Source: an optimization exercise on an open RTL-to-GDS flow (aim: small area and a short achievable clock period). Production flows keep margins and buffers that such runs may drop.
The RTL was checked by simulation tests, not by an equivalence proof against the original design.
Power is estimated from default activity; no workload was simulated.

<file path="flow/config.mk">
export PLATFORM = sky130hd
export DESIGN_NAME = ldpc_dec_out_serializer
export DESIGN_NICKNAME = ldpc_dec_out_serializer
export VERILOG_FILES = /design/flow/design.v
export SDC_FILE = /design/flow/constraint.sdc
export NUM_CORES = 4
export LEC_CHECK = 0
export CAP_MARGIN = 20
export CORE_MARGIN = 2
export CORE_UTILIZATION = 40
export SLEW_MARGIN = 20
</file>
<file path="flow/constraint.sdc">
create_clock -name core_clock -period 5.0 [get_ports {clk}]
set_input_delay 1.0000 -clock core_clock [delete_from_list [all_inputs] [get_ports {clk}]]
set_output_delay 1.0000 -clock core_clock [all_outputs]
set_load 0.01 [all_outputs]
</file>
<file path="flow/design.v">
package ldpc_dec_pkg;
  localparam int ZC              = 32;
  localparam int DEC_OUT_LIFTING = 16;
  localparam int BLK_NUM         = 8;
  localparam int WORDS_23        = 4;
  localparam int WORDS_78        = 2;
  localparam logic [2:0] ILS_23 = 3'd1;
  localparam logic [2:0] ILS_78 = 3'd2;
  typedef logic [0:0] ser_state_t;
  localparam ser_state_t ST_IDLE = 1'b0;
  localparam ser_state_t ST_SEND = 1'b1;
endpackage
module ldpc_word_fifo #(
  parameter int WIDTH = 8,
  parameter int DEPTH = 4
) (
  input  logic                     clk,
  input  logic                     rst,
  input  logic                     push,
  input  logic                     pop,
  input  logic [WIDTH-1:0]         din,
  output logic [WIDTH-1:0]         dout,
  output logic                     full,
  output logic                     empty,
  output logic [$clog2(DEPTH):0]   count
);
  localparam int AW = $clog2(DEPTH);
  logic [WIDTH-1:0] mem [DEPTH];
  logic [AW-1:0]    wr_ptr;
  logic [AW-1:0]    rd_ptr;
  logic             do_push;
  logic             do_pop;
  assign full    = (count == (AW+1)'(DEPTH));
  assign empty   = (count == '0);
  assign do_pop  = pop && !empty;
  assign do_push = push && (!full || do_pop);
  assign dout    = mem[rd_ptr];
  always_ff @(posedge clk) begin
    if (rst) begin
      wr_ptr <= '0;
      rd_ptr <= '0;
      count  <= '0;
    end else begin
      if (do_push) wr_ptr <= wr_ptr + 1'b1;
      if (do_pop)  rd_ptr <= rd_ptr + 1'b1;
      if (do_push && !do_pop)      count <= count + 1'b1;
      else if (do_pop && !do_push) count <= count - 1'b1;
    end
  end
  always_ff @(posedge clk) begin
    if (do_push) mem[wr_ptr] <= din;
  end
endmodule
module ldpc_dec_out_serializer #(
  parameter int ZC              = ldpc_dec_pkg::ZC,
  parameter int DEC_OUT_LIFTING = ldpc_dec_pkg::DEC_OUT_LIFTING,
  parameter int OUT_W           = 64,
  parameter int FIFO_DEPTH      = 4,
  parameter int WORDS_23        = ldpc_dec_pkg::WORDS_23,
  parameter int WORDS_78        = ldpc_dec_pkg::WORDS_78,
  parameter int BLK_NUM         = ldpc_dec_pkg::BLK_NUM
) (
  input  logic                        clk,
  input  logic                        rst,
  input  logic [2:0]                  iLs,
  input  logic                        dec_valid,
  input  logic [2:0]                  dec_valid_cnt,
  input  logic [ZC*DEC_OUT_LIFTING-1:0] dec_data,
  output logic [OUT_W-1:0]            m_tdata,
  output logic                        m_tvalid,
  input  logic                        m_tready,
  output logic                        m_tlast,
  output logic [2:0]                  m_tuser,
  output logic                        ovf,
  output logic                        mode_err,
  output logic                        blk_done,
  output logic                        done_all
);
  localparam int IN_W  = ZC * DEC_OUT_LIFTING;
  localparam int BEATS = IN_W / OUT_W;
  localparam int BCW   = (BEATS > 1) ? $clog2(BEATS) : 1;
  localparam int MAXW  = (WORDS_23 > WORDS_78) ? WORDS_23 : WORDS_78;
  localparam int WCW   = $clog2(MAXW + 1);
  localparam int EW    = IN_W + 4;
  localparam int CW    = $clog2(FIFO_DEPTH) + 1;
  localparam int BKW   = $clog2(BLK_NUM + 1);
  logic [WCW-1:0]               wcnt;
  logic [WCW-1:0]               words_q;
  logic [WCW-1:0]               words_cur;
  logic                         mode_ok;
  logic                         word_in;
  logic                         word_last;
  logic                         fifo_push;
  logic                         fifo_pop;
  logic                         fifo_full;
  logic                         fifo_empty;
  logic [CW-1:0]                fifo_count;
  logic [EW-1:0]                fifo_dout;
  ldpc_dec_pkg::ser_state_t     state;
  logic [BEATS-1:0][OUT_W-1:0]  sreg;
  logic [BCW-1:0]               bcnt;
  logic                         cur_last;
  logic [2:0]                   cur_user;
  logic                         hs;
  logic                         end_of_word;
  logic [BKW-1:0]               blk_cnt;
  always_comb begin
    words_cur = words_q;
    mode_ok   = 1'b1;
    if (wcnt == '0) begin
      mode_ok = 1'b0;
      if (iLs == ldpc_dec_pkg::ILS_23) begin
        words_cur = WCW'(WORDS_23);
        mode_ok   = 1'b1;
      end else if (iLs == ldpc_dec_pkg::ILS_78) begin
        words_cur = WCW'(WORDS_78);
        mode_ok   = 1'b1;
      end
    end
  end
  assign word_in     = dec_valid && !done_all && mode_ok;
  assign word_last   = (wcnt == words_cur - 1'b1);
  assign hs          = m_tvalid && m_tready;
  assign end_of_word = hs && (bcnt == BCW'(BEATS - 1));
  assign fifo_pop    = ((state == ldpc_dec_pkg::ST_IDLE) && !fifo_empty) ||
                       (end_of_word && (fifo_count != '0));
  assign fifo_push   = word_in && (!fifo_full || fifo_pop);
  ldpc_word_fifo #(
    .WIDTH (EW),
    .DEPTH (FIFO_DEPTH)
  ) u_fifo (
    .clk   (clk),
    .rst   (rst),
    .push  (fifo_push),
    .pop   (fifo_pop),
    .din   ({dec_data, dec_valid_cnt, word_last}),
    .dout  (fifo_dout),
    .full  (fifo_full),
    .empty (fifo_empty),
    .count (fifo_count)
  );
  always_ff @(posedge clk) begin
    if (rst) begin
      wcnt     <= '0;
      words_q  <= '0;
      ovf      <= 1'b0;
      mode_err <= 1'b0;
    end else if (dec_valid && !done_all) begin
      if (!mode_ok) begin
        mode_err <= 1'b1;
      end else begin
        if (wcnt == '0) words_q <= words_cur;
        wcnt <= word_last ? '0 : wcnt + 1'b1;
        if (!fifo_push) ovf <= 1'b1;
      end
    end
  end
  always_ff @(posedge clk) begin
    if (rst) begin
      state    <= ldpc_dec_pkg::ST_IDLE;
      sreg     <= '0;
      bcnt     <= '0;
      cur_last <= 1'b0;
      cur_user <= '0;
    end else if (fifo_pop) begin
      state    <= ldpc_dec_pkg::ST_SEND;
      sreg     <= fifo_dout[EW-1:4];
      cur_user <= fifo_dout[3:1];
      cur_last <= fifo_dout[0];
      bcnt     <= '0;
    end else if (end_of_word) begin
      state <= ldpc_dec_pkg::ST_IDLE;
      bcnt  <= '0;
    end else if (hs) begin
      bcnt <= bcnt + 1'b1;
    end
  end
  always_ff @(posedge clk) begin
    if (rst) begin
      blk_done <= 1'b0;
      done_all <= 1'b0;
      blk_cnt  <= '0;
    end else begin
      blk_done <= hs && m_tlast;
      if (hs && m_tlast) begin
        blk_cnt <= blk_cnt + 1'b1;
        if (blk_cnt == BKW'(BLK_NUM - 1)) done_all <= 1'b1;
      end
    end
  end
  assign m_tvalid = (state == ldpc_dec_pkg::ST_SEND);
  assign m_tdata  = sreg[bcnt];
  assign m_tuser  = cur_user;
  assign m_tlast  = m_tvalid && cur_last && (bcnt == BCW'(BEATS - 1));
endmodule
</file>
<file path="flow/run.sh">
#!/bin/bash
# synth_recipe.tcl (not shown) runs the flow's synth.tcl, then flattens the netlist and writes it again
# the make line also repeats each setting of config.mk as NAME=value (left out here)
make -C /OpenROAD-flow-scripts/flow DESIGN_CONFIG=/design/flow/config.mk WORK_HOME=/design/flow/orfs CLKGATE_MAP_FILE= SYNTH_SCRIPT=/design/flow/synth_recipe.tcl finish
</file>
==> key figures <==
Run status
  • Outcome: no timing/DRC/antenna violations

Run
  • MaxCap Viol Count: 0

Routing
  • DR vias: 50206
  • Via-per-instance ratio: 5.33
  • Antenna Violating Nets Remaining: 0
  • DR DRC count: 0
  • First-pass detailed-route iteration total: 5
  • Routed length per placed instance: 26.0 µm
  • Initial DRC count: 4039
  • Drt total wl: 245000 µm

Synth
  • Synth Instances: 5308
  • Syn_nets: 5842
  • Commonest register cell after synthesis: edfxtp_1
  • Yosys top cell area share: 64.1%
  • Synth unique cells: 48
  • YS warnings: 2
  • Syn_area_per_cell: 18.2 µm²
  • Yosys reg bits: 2605
  • Sequential share of the synthesized area: 75.3%
  • Synth top cells by count: 2064 x edfxtp_1, 1044 x nand2_1, 644 x mux4_2
  • Post-synthesis cell area: 96700 µm²
  • Most frequent cell after synthesis: edfxtp_1
  • EDFF count, synth: 2064
  • Synth async-reset ratio: 0%
  • Largest area contributor in the netlist: edfxtp_1
  • Synth top area cells: edfxtp_1 64%, mux4_2 15%, dfxtp_1 11%

Clocking
  • Post-CTS Setup Inserts: 0
  • Post-CTS Hold Fix Bufs: 0
  • Clock sinks: 2605
  • H-Tree Depth: 5
  • Clk buf depth: 4
  • Resized cells post-CTS: 0
  • Worst-path clk slew: 60 ps
  • Root buffer cell: clkbuf_16
  • Num CTS Buffers: 289
  • Clock latency (worst-skew pair): 950 ps
  • CTS tree: done

STA
  • Least-Margin Pin Slew: 1010 ps
  • Final setup violation count: 0
  • Final worst slack: 413 ps
  • Max frequency: 0.218 GHz
  • Fin. max-slew vios: 0
  • Min cycle time layout: 4590 ps
  • Hold Vio Cnt, Final: 0
  • Worst Clk Skew: 73.1 ps
  • Final Cycle Share: 91.7%
  • Relative slew slack: 32.8%
  • RSZ-0062 raised after global routing: false

Cells and area
  • Nets@finish: 6524
  • Layout cells sized above 1: 20.2%
  • Final non-filler cell total: 9416
  • # fillers: 20095
  • Layout area overhead: 20.3%

Worst setup path
  • Reg2Reg Depth: 9
  • Internal reg-to-reg setup slack: 1310 ps
  • Required @ worst endpoint: 4000 ps
  • Worst path arrival time: 3590 ps
  • CP max stage cell: mux4_2
  • FF-to-FF End: u_fifo.mem[1][264]$_DFFE_PP_
  • Crit path to: m_tdata[28]
  • Delay-heaviest family, CP: buffers and inverters
  • Cells along the critical path: buf_12, mux4_2, mux2_2, clkdlybuf4s50_1
  • RR Startpoint: bcnt[0]$_SDFFE_PP0P_
  • WS Path Type: reg -> out
  • Slowest stage delay, CP: 680 ps
  • WP buf/inv: 2
  • Critical Path Sink Type: output port
  • CP startpoint: bcnt[0]$_SDFFE_PP0P_
  • Startpoint Class: register
  • Worst-path fanout max: 42
  • Critical path depth: 4

Floorplanning
  • Die area: 246000 µm²
  • Starting Density: 40.2%
  • Number of I/O pins: 595
  • Die W: 496 µm
  • Core Rows: 180
  • Die Y: 496 µm
  • Core area: 241000 µm²

Placed design
  • DP HPWL: 153000 µm
  • Placement Setup Slack: 927 ps
  • Inst Count DP: 8884
  • GPL Wtd Cong: 0.771
  • I/O Buffers: 594

Global route
  • Grt ovf: 0
  • Total GRT Usage: 19.8%
  • Vias in the first global route: 51288
  • Largest net degree at the start of global routing: 171
  • Global-route wire length before repair: 353000 µm
  • Initial antenna violation count: 95

Power
  • Leak Pwr: 36.8 nW
  • Cell Pwr Density: 516 nW/µm²
  • Worst VDD drop: 502 µV

Min path
  • Hold Startpoint: sreg[142]$_SDFFE_PP0P_
  • Hold WC Path Type: reg -> reg
-- metal layers --
layer	vias up	share of wire (%)	GRT usage [%]
li1	22016	-	-
met1	26180	40	25.1
met2	1422	51	33.6
met3	492	6.8	5.06
met4	96	2.7	5.63
met5	-	0.25	0
-- worst min-delay path by stage --
stage,endpoint,cells after the start
2_1_floorplan,cur_last$_SDFFE_PP0P_,2
3_3_place_gp,sreg[174]$_SDFFE_PP0P_,2
3_5_place_dp,sreg[137]$_SDFFE_PP0P_,2
4_1_cts,sreg[137]$_SDFFE_PP0P_,2
5_1_grt,sreg[142]$_SDFFE_PP0P_,2
6_report,sreg[142]$_SDFFE_PP0P_,2
-- cell usage in the layout (no fill, tap or decap), types with 4 or more instances in the layout --
master	instances
xor2_1	5
clkinv_2	35
mux2_2	64
buf_4	49
xnor2_1	7
inv_6	5
dfxtp_4	5
inv_1	7
nand3_1	4
buf_12	74
dfxtp_1	536
clkinv_1	29
clkbuf_8	41
clkbuf_16	296
o21ai_0	4
clkbuf_1	77
diode_2	28
clkdlybuf4s50_1	593
mux4_2	644
and2_4	4
nand2_1	1044
ha_1	11
a21oi_1	526
bufinv_16	14
nor2_1	20
edfxtp_1	2064
-- final cells by class --
class / instances / area [µm²] / share of cell area [%]
Clock inverter: 90 / 833 / 0.716
Inverter: 8 / 37.5 / 0.0323
Timing Repair Buffer: 717 / 7800 / 6.70
Clock buffer: 414 / 8260 / 7.10
Multi-Input combinational cell: 2369 / 22500 / 19.4
Sequential cell: 2605 / 72800 / 62.6
Tap cell: 3185 / 3990 / 3.43
Antenna cell: 28 / 70.1 / 0.0602
-- metrics by stage --
| step | power, mW | util (%) | cell area, µm² | TNS, ps | hold WS (ps) |
|---|---|---|---|---|---|
| after global placement | 40.3 | 44.6 | 107000 | 0 | 438 |
| after floorplan | 35.4 | - | 96700 | -1507550 | 432 |
| final | 60.1 | 48.4 | 116000 | 0 | 450 |
| after global routing | 62.7 | 48.4 | 116000 | 0 | 466 |
| after detailed placement | 40.5 | 44.6 | 107000 | 0 | 444 |
| after CTS | 61.0 | 48.3 | 116000 | 0 | 451 |
-- where the power goes --
group          internal [mW]  total, mW  switching [mW]
sequential              25.8       27.0            1.24
combinational           5.51       12.6            7.12
clock                   12.2       20.4            8.24
total                   43.5       60.1            16.6
-- tightest hold or removal path: cells and delay by family (launching register included) --
kind	cells	cell delay, ps
AO/OA/AOI/OAI	1	50
AND/OR/NAND/NOR	1	50
flip-flops	1	300
-- cells by family after synthesis --
family | Yosys count | synth area share [%]
compound gates | 543 | 2.87
xor+xnor | 13 | 0.118
fa+ha+maj | 12 | 0.163
buf+inv | 334 | 1.46
flops | 2605 | 75.3
mux | 710 | 15.8
simple gates | 1091 | 4.33
-- flip-flops by register name (all words and copies together), names as in the netlist, 3 cells and up --
name and count:
bcnt 3, u_fifo.count 3, sreg 512, u_fifo.mem 2064, cur_user 3, words_q 3, blk_cnt 4, wcnt 3

==> afterwards: timing with drivers on the ports <==
No port has a modelled driver above. Below, the same layout with a new extraction and two added sets of constraints. Step 1 (the two cells are an assumption about what drives the block):
set clk [get_ports {clk}]
set_driving_cell -lib_cell sky130_fd_sc_hd__clkbuf_16 $clk
set_driving_cell -lib_cell sky130_fd_sc_hd__buf_2 [delete_from_list [all_inputs] $clk]
Step 2, shift: input delay + t, output delay - t, t = (earliest + latest rising clock arrival at the registers) / 2. This alone moves slack from input paths to output paths. Three values: ideal ports, drivers, drivers and shift; two values: the first two.
t (ns): 0.994
setup WS [ns]: 0.413 / 0.328 / 0.803
worst register clock-pin slew, ns: 0.06 / 0.06
worst data-port slew with drivers (ns): 0.31
cell pins on the clock port's net: 1
After both steps this run still meets setup and hold. The setup slack of this run moves by -0.085 ns with the drivers and by +0.390 ns with both steps.
